This design comes from an exercise in tuning for small area on the open sky130 flow, not from production work. The RTL was checked by simulation tests, not by an equivalence proof against the original design.

==> flow/design.v <==
`timescale 1ns/1ps
module pipeCpu (
    input  logic        clk,
    input  logic        rstN,
    output logic [31:0] pc,
    input  logic [31:0] inst,
    output logic [31:0] dataAddress,
    output logic [31:0] writeMemData,
    output logic        memRead,
    output logic        memWrite,
    input  logic [31:0] readMemData
);
    logic [2:0]  ph;         
    logic        p2;         
    logic [31:2] pcR;
    logic [31:0] aR;         
    logic [31:0] bR;         
    logic        aluC;
    logic        pcC;
    logic        flag;       
    logic [5:0] op;
    logic [5:0] fn;
    logic [4:0] rs;
    logic [4:0] rt;
    logic [4:0] rd;
    assign op = inst[31:26];
    assign fn = inst[5:0];
    assign rs = inst[25:21];
    assign rt = inst[20:16];
    assign rd = inst[15:11];
    logic isR, rAdd, rSub, rAnd, rOr, rSlt;
    logic iAddiu, iOri, iLui, iLw, iSw, iBeq, iBne, iJ, isBr;
    assign isR    = (op == 6'h00);
    assign rAdd   = isR && (fn == 6'h21);
    assign rSub   = isR && (fn == 6'h23);
    assign rAnd   = isR && (fn == 6'h24);
    assign rOr    = isR && (fn == 6'h25);
    assign rSlt   = isR && (fn == 6'h2a);
    assign iAddiu = (op == 6'h09);
    assign iOri   = (op == 6'h0d);
    assign iLui   = (op == 6'h0f);
    assign iLw    = (op == 6'h23);
    assign iSw    = (op == 6'h2b);
    assign iBeq   = (op == 6'h04);
    assign iBne   = (op == 6'h05);
    assign iJ     = (op == 6'h02);
    assign isBr   = iBeq || iBne;
    logic twoPass;
    logic ph0;
    logic ph7;
    logic last;
    assign twoPass = rSlt || iLw || iSw || isBr;
    assign ph0     = (ph == 3'd0);
    assign ph7     = (ph == 3'd7);
    assign last    = ph7 && (p2 || !twoPass);
    logic [31:0] rf [1:31];
    logic [31:0][3:0] bot;
    assign bot[0] = 4'd0;
    genvar g;
    generate
        for (g = 1; g < 32; g++) begin : gBot
            assign bot[g] = rf[g][3:0];
        end
    endgenerate
    logic [3:0] rd1;
    logic [3:0] rd2;
    assign rd1 = bot[rs];
    assign rd2 = bot[rt];
    logic       we;
    logic [4:0] wreg;
    logic [3:0] wdata;
    generate
        for (g = 1; g < 32; g++) begin : gReg
            always_ff @(posedge clk) begin
                rf[g] <= {(we && wreg == g) ? wdata : rf[g][3:0], rf[g][31:4]};
            end
        end
    endgenerate
    logic [3:0] immDig;
    logic [3:0] iDig;
    logic [3:0] aOp;
    logic [3:0] bSrc;
    logic [3:0] bOp;
    logic       sub;
    logic       cin;
    logic [4:0] sum;
    logic [3:0] alu;
    logic       lt;
    always_comb begin
        case (ph[1:0])
            2'd0: immDig = inst[3:0];
            2'd1: immDig = inst[7:4];
            2'd2: immDig = inst[11:8];
            default: immDig = inst[15:12];
        endcase
        if (iLui)      iDig = ph[2] ? immDig : 4'd0;
        else if (iOri) iDig = ph[2] ? 4'd0 : immDig;
        else           iDig = ph[2] ? {4{inst[15]}} : immDig;
    end
    assign aOp  = iLui ? 4'd0 : rd1;
    assign bSrc = isR ? rd2 : iDig;
    assign sub  = rSub || rSlt;
    assign bOp  = sub ? ~bSrc : bSrc;
    assign cin  = ph0 ? sub : aluC;
    assign sum  = {1'b0, aOp} + {1'b0, bOp} + {4'd0, cin};
    assign lt   = (aOp[3] ^ bSrc[3]) ? aOp[3] : sum[3];
    always_comb begin
        if (rAnd)                    alu = aOp & bOp;
        else if (rOr || iOri || iLui) alu = aOp | bOp;
        else                         alu = sum[3:0];
    end
    assign memRead  = iLw && p2 && ph0;
    assign memWrite = iSw && p2 && ph0;
    assign wreg = isR ? rd : rt;
    always_comb begin
        if (!p2) begin
            we    = rAdd || rSub || rAnd || rOr || rSlt || iAddiu || iOri || iLui;
            wdata = rSlt ? 4'd0 : alu;
        end else begin
            we    = iLw || (rSlt && ph0);
            if (ph0) wdata = rSlt ? {3'd0, flag} : readMemData[3:0];
            else     wdata = aR[3:0];
        end
    end
    logic [31:0] xv;
    logic [3:0]  xDig;
    logic [3:0]  pcDig;
    logic [31:0] pcFull;
    logic        taken;
    logic [3:0]  xOp;
    logic [4:0]  pcSum;
    logic [3:0]  bIn;
    logic [31:0] bNext;
    assign xv     = {{4{inst[15]}}, iJ ? inst[25:16] : {10{inst[15]}}, inst[15:0], 2'b00};
    assign xDig   = xv[{ph, 2'b00} +: 4];
    assign pcFull = {pcR, 2'b11};
    assign pcDig  = pcFull[{ph, 2'b00} +: 4];
    assign taken  = iBeq ? flag : !flag;
    assign xOp    = (isBr && p2 && taken) ? xDig : 4'd0;
    assign pcSum  = {1'b0, pcDig} + {1'b0, xOp} + {4'd0, ph0 | pcC};
    always_comb begin
        if (iSw && !p2)       bIn = rd2;
        else if (iJ && !ph7)  bIn = xDig;
        else                  bIn = pcSum[3:0];
    end
    assign bNext = {bIn, bR[31:4]};
    always_ff @(posedge clk or negedge rstN) begin
        if (!rstN) begin
            ph  <= 3'd0;
            p2  <= 1'b0;
        end else begin
            ph <= ph + 3'd1;
            if (ph7) p2 <= twoPass && !p2;
        end
    end
    always_ff @(posedge clk) begin
        if (!rstN)     pcR <= '0;
        else if (last) pcR <= bNext[31:2];
    end
    always_ff @(posedge clk) begin
        aluC <= sum[4];
        pcC  <= pcSum[4];
        bR   <= bNext;
        aR   <= {alu, memRead ? readMemData[31:4] : aR[31:4]};
        if (!p2) begin
            if (isBr)     flag <= (ph0 || flag) && (rd1 == rd2);
            else if (ph7) flag <= lt;
        end
    end
    assign pc           = {pcR, 2'b00};
    assign dataAddress  = aR;
    assign writeMemData = bR;
endmodule
clock: 10.0 ns
lec_check: 0
cap_margin: 20
core_margin: 2
core_utilization: 40
cts_buf_list: sky130_fd_sc_hd__clkbuf_16
cts_cluster_diameter: 100
cts_cluster_size: 30
place_density: 0.6
slew_margin: 20
standard.sh (not shown) runs the stock make flow with config.mk's settings and CLKGATE_MAP_FILE= SYNTH_SCRIPT=/design/flow/synth_recipe.tcl, a recipe that flattens the netlist after the stock synthesis.
==> flow/flow/run.sh <==
#!/bin/bash
# Standard ORFS layout, with the port buffers made of the smallest buffer cell.
set -euo pipefail
export BUFFER_PORTS_ARGS="-buffer_cell sky130_fd_sc_hd__buf_1"
bash standard.sh > standard_make.log 2>&1
The starting point produced a clean layout.
Then changed:
--- a/flow/design.v
+++ b/flow/design.v
@@ -14,6 +14,6 @@
     logic        p2;         
     logic [31:2] pcR;
-    logic [31:0] aR;         
-    logic [31:0] bR;         
+    logic [27:0] aR;         
+    logic [27:0] bR;         
     logic        aluC;
     logic        pcC;
@@ -77,5 +77,4 @@
         end
     endgenerate
-    logic [3:0] immDig;
     logic [3:0] iDig;
     logic [3:0] aOp;
@@ -87,14 +86,14 @@
     logic [3:0] alu;
     logic       lt;
+    logic [2:0] dIdx;
+    logic [3:0] instDig;
+    logic [1:0] ePrev;
+    assign dIdx    = {ph[2] && !iLui, ph[1:0]};
+    assign instDig = inst[{dIdx, 2'b00} +: 4];
     always_comb begin
-        case (ph[1:0])
-            2'd0: immDig = inst[3:0];
-            2'd1: immDig = inst[7:4];
-            2'd2: immDig = inst[11:8];
-            default: immDig = inst[15:12];
-        endcase
-        if (iLui)      iDig = ph[2] ? immDig : 4'd0;
-        else if (iOri) iDig = ph[2] ? 4'd0 : immDig;
-        else           iDig = ph[2] ? {4{inst[15]}} : immDig;
+        if (iLui)                iDig = ph[2] ? instDig : 4'd0;
+        else if (iJ || !ph[2])   iDig = instDig;
+        else if (iOri)           iDig = 4'd0;
+        else                     iDig = {4{inst[15]}};
     end
     assign aOp  = iLui ? 4'd0 : rd1;
@@ -110,18 +109,18 @@
         else                         alu = sum[3:0];
     end
-    assign memRead  = iLw && p2 && ph0;
-    assign memWrite = iSw && p2 && ph0;
+    assign memRead  = iLw && !p2 && ph7;
+    assign memWrite = iSw && !p2 && ph7;
     assign wreg = isR ? rd : rt;
     always_comb begin
         if (!p2) begin
-            we    = rAdd || rSub || rAnd || rOr || rSlt || iAddiu || iOri || iLui;
-            wdata = rSlt ? 4'd0 : alu;
+            we    = rAdd || rSub || rAnd || rOr || rSlt || iAddiu || iOri || iLui || (iLw && ph7);
+            if (iLw)       wdata = readMemData[31:28];
+            else if (rSlt) wdata = 4'd0;
+            else           wdata = alu;
         end else begin
-            we    = iLw || (rSlt && ph0);
-            if (ph0) wdata = rSlt ? {3'd0, flag} : readMemData[3:0];
-            else     wdata = aR[3:0];
+            we    = (iLw && !ph7) || (rSlt && ph0);
+            wdata = rSlt ? {3'd0, flag} : aR[3:0];
         end
     end
-    logic [31:0] xv;
     logic [3:0]  xDig;
     logic [3:0]  pcDig;
@@ -132,6 +131,5 @@
     logic [3:0]  bIn;
     logic [31:0] bNext;
-    assign xv     = {{4{inst[15]}}, iJ ? inst[25:16] : {10{inst[15]}}, inst[15:0], 2'b00};
-    assign xDig   = xv[{ph, 2'b00} +: 4];
+    assign xDig   = {iDig[1:0], ph0 ? 2'b00 : ePrev};
     assign pcFull = {pcR, 2'b11};
     assign pcDig  = pcFull[{ph, 2'b00} +: 4];
@@ -144,5 +142,5 @@
         else                  bIn = pcSum[3:0];
     end
-    assign bNext = {bIn, bR[31:4]};
+    assign bNext = {bIn, bR};
     always_ff @(posedge clk or negedge rstN) begin
         if (!rstN) begin
@@ -161,6 +159,7 @@
         aluC <= sum[4];
         pcC  <= pcSum[4];
-        bR   <= bNext;
-        aR   <= {alu, memRead ? readMemData[31:4] : aR[31:4]};
+        bR   <= bNext[31:4];
+        ePrev <= iDig[3:2];
+        aR   <= memRead ? readMemData[27:0] : {alu, aR[27:4]};
         if (!p2) begin
             if (isBr)     flag <= (ph0 || flag) && (rd1 == rd2);
@@ -169,5 +168,5 @@
     end
     assign pc           = {pcR, 2'b00};
-    assign dataAddress  = aR;
-    assign writeMemData = bR;
+    assign dataAddress  = {alu, aR};
+    assign writeMemData = {rd2, bR};
 endmodule
Final area climbs by 0.38%; fmax falls by 21%; global-route usage went up by 0.39 points; sequential cell count falls by 6; core utilization barely changes; final cell count barely changes; register-to-register slack improves by 0.53 ns.

[what the ideal ports hide]
No port has a modelled driver above. Below, the same layouts with a new extraction and two added sets of constraints. Step 1, drivers: a clkbuf_16 drives clk and a buf_2 each remaining input, both assumed. Step 2 moves the port delays by t, midway between the first and last clock arrival at a register: inputs arrive t later, outputs are due t later. That takes back most of the time a late clock gives input paths. Three values: ideal ports, drivers, drivers and shift; two values: the first two.
run	shift t [ns]	slack for setup (ns)	worst setup path after step 2	slew at the worst register clock pin (ns)	cell pins on the clock port's net
the first run	0.646	3.342 / 3.309 / 3.029	input to register	0.12 / 0.12	1
the second run	0.663	1.547 / 1.442 / 1.442	input to output	0.11 / 0.11	1
After both steps setup and hold are still met in every run listed. For the first run, which loses most, drivers alone change the setup slack by -0.033 ns; drivers and shift together by -0.313 ns.
